Source: an optimization exercise on an open RTL-to-GDS flow (aim: small area). Production flows keep margins and buffers that such runs may drop.
Function was checked by simulation only, so behaviour that the tests miss may differ from the original.
Power is estimated from default activity; no workload was simulated. The clock port is modelled as an ideal driver; clocking choices that lean on that would not hold on a real chip.

==> inputs of 05-13 <==
==> flow/design.v <==
package dprio_c3gxb_pkg;
  typedef enum logic [1:0] {
    IDLE,
    ADDR_FRAME,
    DATA_FRAME,
    COMPLETE
  } state_t;
  localparam logic [7:0] WIN_BASE   = 8'hC0;
  localparam logic [3:0] REG_C01    = 4'd1;
  localparam logic [3:0] REG_C02    = 4'd2;
  localparam int         CAL_MSB    = 10;
  localparam int         CAL_LSB    = 3;
  localparam int         CAL_EN_BIT = 6;
  function automatic int ch_width(input int n);
    ch_width = (n > 1) ? $clog2(n) : 1;
  endfunction
endpackage
module dprio_resp_regbank (
  input  logic        clock,
  input  logic        reset,
  input  logic        wr_en,       
  input  logic [1:0]  wr_bank,
  input  logic [4:0]  wr_slot,
  input  logic [15:0] wr_data,
  output logic [4:0]  slot,        
  output logic [63:0] loop_in      
);
  logic         clearing, wr_slot_now;
  logic [15:0]  new_word;
  logic [3:0]   replace;
  logic [511:0] sr0, sr1, sr2, sr3;
  always_ff @(posedge clock) begin
    if (reset) begin
      slot     <= '0;
      clearing <= 1'b1;
    end else begin
      slot     <= slot + 5'd1;
      if (slot == 5'd31) clearing <= 1'b0;
    end
  end
  assign wr_slot_now = wr_en && (slot == wr_slot);
  assign new_word    = clearing ? ((slot[3:0] == 4'd2) ? 16'h0004 : 16'h0000) : wr_data;
  always_comb begin
    for (int b = 0; b < 4; b++)
      replace[b] = clearing || (wr_slot_now && wr_bank == 2'(b));
  end
  assign loop_in[15:0]  = replace[0] ? new_word : sr0[511:496];
  assign loop_in[31:16] = replace[1] ? new_word : sr1[511:496];
  assign loop_in[47:32] = replace[2] ? new_word : sr2[511:496];
  assign loop_in[63:48] = replace[3] ? new_word : sr3[511:496];
  always_ff @(posedge clock) begin
    sr0 <= {sr0[495:0], loop_in[15:0]};
    sr1 <= {sr1[495:0], loop_in[31:16]};
    sr2 <= {sr2[495:0], loop_in[47:32]};
    sr3 <= {sr3[495:0], loop_in[63:48]};
  end
endmodule
import dprio_c3gxb_pkg::*;
module dprio_resp_c3gxb (
  input  logic        clock,
  input  logic        reset,
  input  logic [15:0] dprio_addr,
  input  logic [8:0]  quad_addr,
  input  logic [15:0] dprio_wrdata,
  input  logic        dprio_wren,
  input  logic        dprio_rden,
  input  logic        retain_addr,
  output logic        dprio_busy,
  output logic [15:0] dprio_rddata,
  output logic        protocol_err,
  output logic [7:0]  testbuses
);
  localparam logic [6:0] T_ADDR_LAST = 7'd34;
  localparam logic [6:0] T_DATA_LAST = 7'd68;
  localparam logic [6:0] T_COMPLETE  = 7'd69;
  localparam logic [6:0] T_AFTER     = 7'd70;
  logic [6:0]  tcnt;
  logic        idle, complete, req, retain_ok, in_hit;
  logic        cur_hit, cur_write, last_valid;
  logic [2:0]  cur_ch;
  logic [3:0]  cur_idx;
  logic [15:0] cur_data;           
  logic        cal_wr;
  logic [7:0]  cal_en, cal_ge;
  logic [4:0]  slot;
  logic [63:0] loop_in;
  logic        fetch;
  assign idle       = (tcnt == 7'd0) || (tcnt == T_AFTER);
  assign cal_wr     = (tcnt == T_AFTER) && cur_write && cur_hit;
  assign complete   = (tcnt == T_COMPLETE);
  assign req        = dprio_wren | dprio_rden;
  assign retain_ok  = dprio_wren & retain_addr & last_valid;
  assign dprio_busy = !idle && !complete;
  assign in_hit     = (dprio_addr[15:14] == 2'b00) && !quad_addr[8] &&
                      (dprio_addr[11:4] == WIN_BASE) && (quad_addr[7:1] == 7'd0);
  always_ff @(posedge clock) begin
    if (reset)          tcnt <= 7'd0;
    else if (idle)      tcnt <= !req ? 7'd0 : retain_ok ? T_ADDR_LAST + 7'd1 : 7'd1;
    else                tcnt <= tcnt + 7'd1;
  end
  assign fetch = dprio_busy && !cur_write && (slot == {cur_ch[0], cur_idx});
  always_ff @(posedge clock) begin
    if (reset) begin
      last_valid   <= 1'b0;
      cur_write    <= 1'b0;
      dprio_rddata <= '0;
      protocol_err <= 1'b0;
    end else begin
      protocol_err <= idle ? (dprio_wren && (dprio_rden || (retain_addr && !last_valid))) : req;
      if (idle && req) cur_write <= dprio_wren;
      if (tcnt == T_ADDR_LAST) last_valid <= 1'b1;
      if (tcnt == T_DATA_LAST && !cur_write)
        dprio_rddata <= cur_hit ? cur_data : 16'h0000;
    end
  end
  always_ff @(posedge clock) begin
    if (idle && req) begin
      cur_data <= dprio_wrdata;
      if (!retain_ok) begin
        cur_hit <= in_hit;
        cur_ch  <= {quad_addr[0], dprio_addr[13:12]};
        cur_idx <= dprio_addr[3:0];
      end
    end else if (fetch) begin
      cur_data <= loop_in[16*cur_ch[2:1] +: 16];
    end
  end
  always_ff @(posedge clock) begin
    if (reset) begin
      cal_en <= '0;
      cal_ge <= '0;
    end else if (cal_wr) begin
      if (cur_idx == REG_C01) cal_ge[cur_ch] <= (cur_data[CAL_MSB:CAL_LSB] >= 8'h30);
      if (cur_idx == REG_C02) cal_en[cur_ch] <= cur_data[CAL_EN_BIT];
    end
  end
  assign testbuses = cal_en & cal_ge;
  dprio_resp_regbank u_regbank (
    .clock   (clock),
    .reset   (reset),
    .wr_en   (cur_write && cur_hit),
    .wr_bank (cur_ch[2:1]),
    .wr_slot ({cur_ch[0], cur_idx}),
    .wr_data (cur_data),
    .slot    (slot),
    .loop_in (loop_in)
  );
endmodule
module dprio_resp_top (
  input  logic        clock,
  input  logic        reset,
  input  logic [15:0] dprio_addr,
  input  logic [8:0]  quad_addr,
  input  logic [15:0] dprio_wrdata,
  input  logic        dprio_wren,
  input  logic        dprio_rden,
  input  logic        retain_addr,
  output logic        dprio_busy,
  output logic [15:0] dprio_rddata,
  output logic        protocol_err,
  output logic [7:0]  testbuses
);
  dprio_resp_c3gxb u_resp (
    .clock        (clock),
    .reset        (reset),
    .dprio_addr   (dprio_addr),
    .quad_addr    (quad_addr),
    .dprio_wrdata (dprio_wrdata),
    .dprio_wren   (dprio_wren),
    .dprio_rden   (dprio_rden),
    .retain_addr  (retain_addr),
    .dprio_busy   (dprio_busy),
    .dprio_rddata (dprio_rddata),
    .protocol_err (protocol_err),
    .testbuses    (testbuses)
  );
endmodule
==> flow/flow/run.sh <==
#!/bin/bash
set -euo pipefail
here=$(pwd)
export BUFFER_PORTS_ARGS="-buffer_cell sky130_fd_sc_hd__buf_1"
export CTS_ARGS="-sink_clustering_enable -repair_clock_nets -buf_list sky130_fd_sc_hd__clkbuf_8 -sink_clustering_size 22 -sink_clustering_max_diameter 50 -dont_use_dummy_load"
rm -rf "$here/synth_scripts"
cp -r "$FLOW_HOME/scripts" "$here/synth_scripts"
cp "$here/flow/abc_area_map.script" "$here/synth_scripts/abc_speed.script"
bash standard.sh SCRIPTS_DIR="$here/synth_scripts" synth > synth.log 2>&1
bash standard.sh > standard.log 2>&1
==> flow/flow/abc_area_map.script <==
strash
dc2
dch -f
map -a
strash
dc2
dch -f
map -a
strash
dch -f
map -a
topo
stime -c
==> flow/standard.sh <==
#!/bin/bash
# synth_recipe.tcl (not shown) runs the flow's synth.tcl, then flattens the netlist and writes it again
# the make line also repeats each setting of config.mk as NAME=value (left out here)
make -C /OpenROAD-flow-scripts/flow DESIGN_CONFIG=/design/flow/config.mk WORK_HOME=/design/flow/orfs CLKGATE_MAP_FILE= SYNTH_SCRIPT=/design/flow/synth_recipe.tcl "${@:-finish}"
==> flow/config.mk <==
export PLATFORM = sky130hd
export DESIGN_NAME = dprio_resp_top
export DESIGN_NICKNAME = dprio_resp_top
export VERILOG_FILES = /design/flow/design.v
export SDC_FILE = /design/flow/constraint.sdc
export NUM_CORES = 4
export LEC_CHECK = 0
export CAP_MARGIN = 20
export CORE_MARGIN = 2
export CORE_UTILIZATION = 40
export CTS_BUF_LIST = sky130_fd_sc_hd__clkbuf_8
export CTS_CLUSTER_DIAMETER = 50
export CTS_CLUSTER_SIZE = 22
export PLACE_DENSITY = 0.75
export SLEW_MARGIN = 20
==> flow/constraint.sdc <==
create_clock -name core_clock -period 8.0 [get_ports {clock}]
set_input_delay 1.6000 -clock core_clock [delete_from_list [all_inputs] [get_ports {clock}]]
set_output_delay 1.6000 -clock core_clock [all_outputs]
set_load 0.01 [all_outputs]
==> 10-11 (differences from 05-13) <==
--- a/flow/design.v
+++ b/flow/design.v
@@ -75,3 +75,2 @@
   localparam logic [6:0] T_COMPLETE  = 7'd69;
-  localparam logic [6:0] T_AFTER     = 7'd70;
   logic [6:0]  tcnt;
@@ -87,4 +86,3 @@
   logic        fetch;
-  assign idle       = (tcnt == 7'd0) || (tcnt == T_AFTER);
-  assign cal_wr     = (tcnt == T_AFTER) && cur_write && cur_hit;
+  assign idle       = (tcnt == 7'd0);
   assign complete   = (tcnt == T_COMPLETE);
@@ -98,2 +96,3 @@
     else if (idle)      tcnt <= !req ? 7'd0 : retain_ok ? T_ADDR_LAST + 7'd1 : 7'd1;
+    else if (complete)  tcnt <= 7'd0;
     else                tcnt <= tcnt + 7'd1;
@@ -107,2 +106,3 @@
       protocol_err <= 1'b0;
+      cal_wr       <= 1'b0;
     end else begin
@@ -113,2 +113,3 @@
         dprio_rddata <= cur_hit ? cur_data : 16'h0000;
+      cal_wr <= complete && cur_write && cur_hit;
     end
==> flow/flow/run.sh (replaced) <==
#!/bin/bash
set -euo pipefail
export BUFFER_PORTS_ARGS="-buffer_cell sky130_fd_sc_hd__buf_1"
export CTS_ARGS="-sink_clustering_enable -repair_clock_nets -buf_list sky130_fd_sc_hd__clkbuf_16 -sink_clustering_size 34 -sink_clustering_max_diameter 60 -dont_use_dummy_load"
bash standard.sh > standard.log 2>&1
--- a/flow/config.mk
+++ b/flow/config.mk
@@ -12,4 +12,3 @@
 export CTS_CLUSTER_DIAMETER = 50
-export CTS_CLUSTER_SIZE = 22
-export PLACE_DENSITY = 0.75
+export CTS_CLUSTER_SIZE = 20
 export SLEW_MARGIN = 20
removed: flow/flow/abc_area_map.script
==> notes <==
- Of 05-13 and 10-11, 05-13 has the higher clock skew (gap 0.070 ns).
- Of 10-11 and 05-13, 05-13 has the higher global-route usage (gap 0.66 points).
- Between 10-11 and 05-13, the lower routed wire length is in 10-11 (gap 5.6%, measured against 05-13).
- Register-to-register slack: 05-13 is higher than 10-11 (0.09 ns).
- Between 05-13 and 10-11, the lower total power is in 05-13 (gap about 2.2%, measured against 10-11).
- Between 05-13 and 10-11, the lower critical path depth is in 10-11 (gap 1).
- Between 10-11 and 05-13, the lower utilization is in 05-13 (gap 0.19 points).
- Of 05-13 and 10-11, 10-11 has the higher flip-flop and latch count (gap 1).
- Against 05-13, the non-clock buffer count of 10-11 is lower by 2.

==> what the ideal ports hide <==
The results above use ideal ports. As a check the final layouts listed here were re-extracted and re-timed, cells and wires unchanged.
Step 1, drivers: a clkbuf_16 drives clock and a buf_2 each remaining input, both assumed.
Step 2 also shifts input and output timing later by t, the mid clock arrival at the registers, as if the neighbouring blocks saw the same clock.
Slacks: ideal / step 1 / step 2; pairs: ideal / step 1.
run | t (ns) | slack for setup (ns) | worst data-port slew with drivers (ns) | pins driven straight from the clock port
05-13 | 0.774 | 3.954 / 3.893 / 4.091 | 0.13 | 1
10-11 | 0.697 | 4.277 / 4.214 / 4.388 | 0.08 | 1
After both steps setup and hold are still met in every run listed.
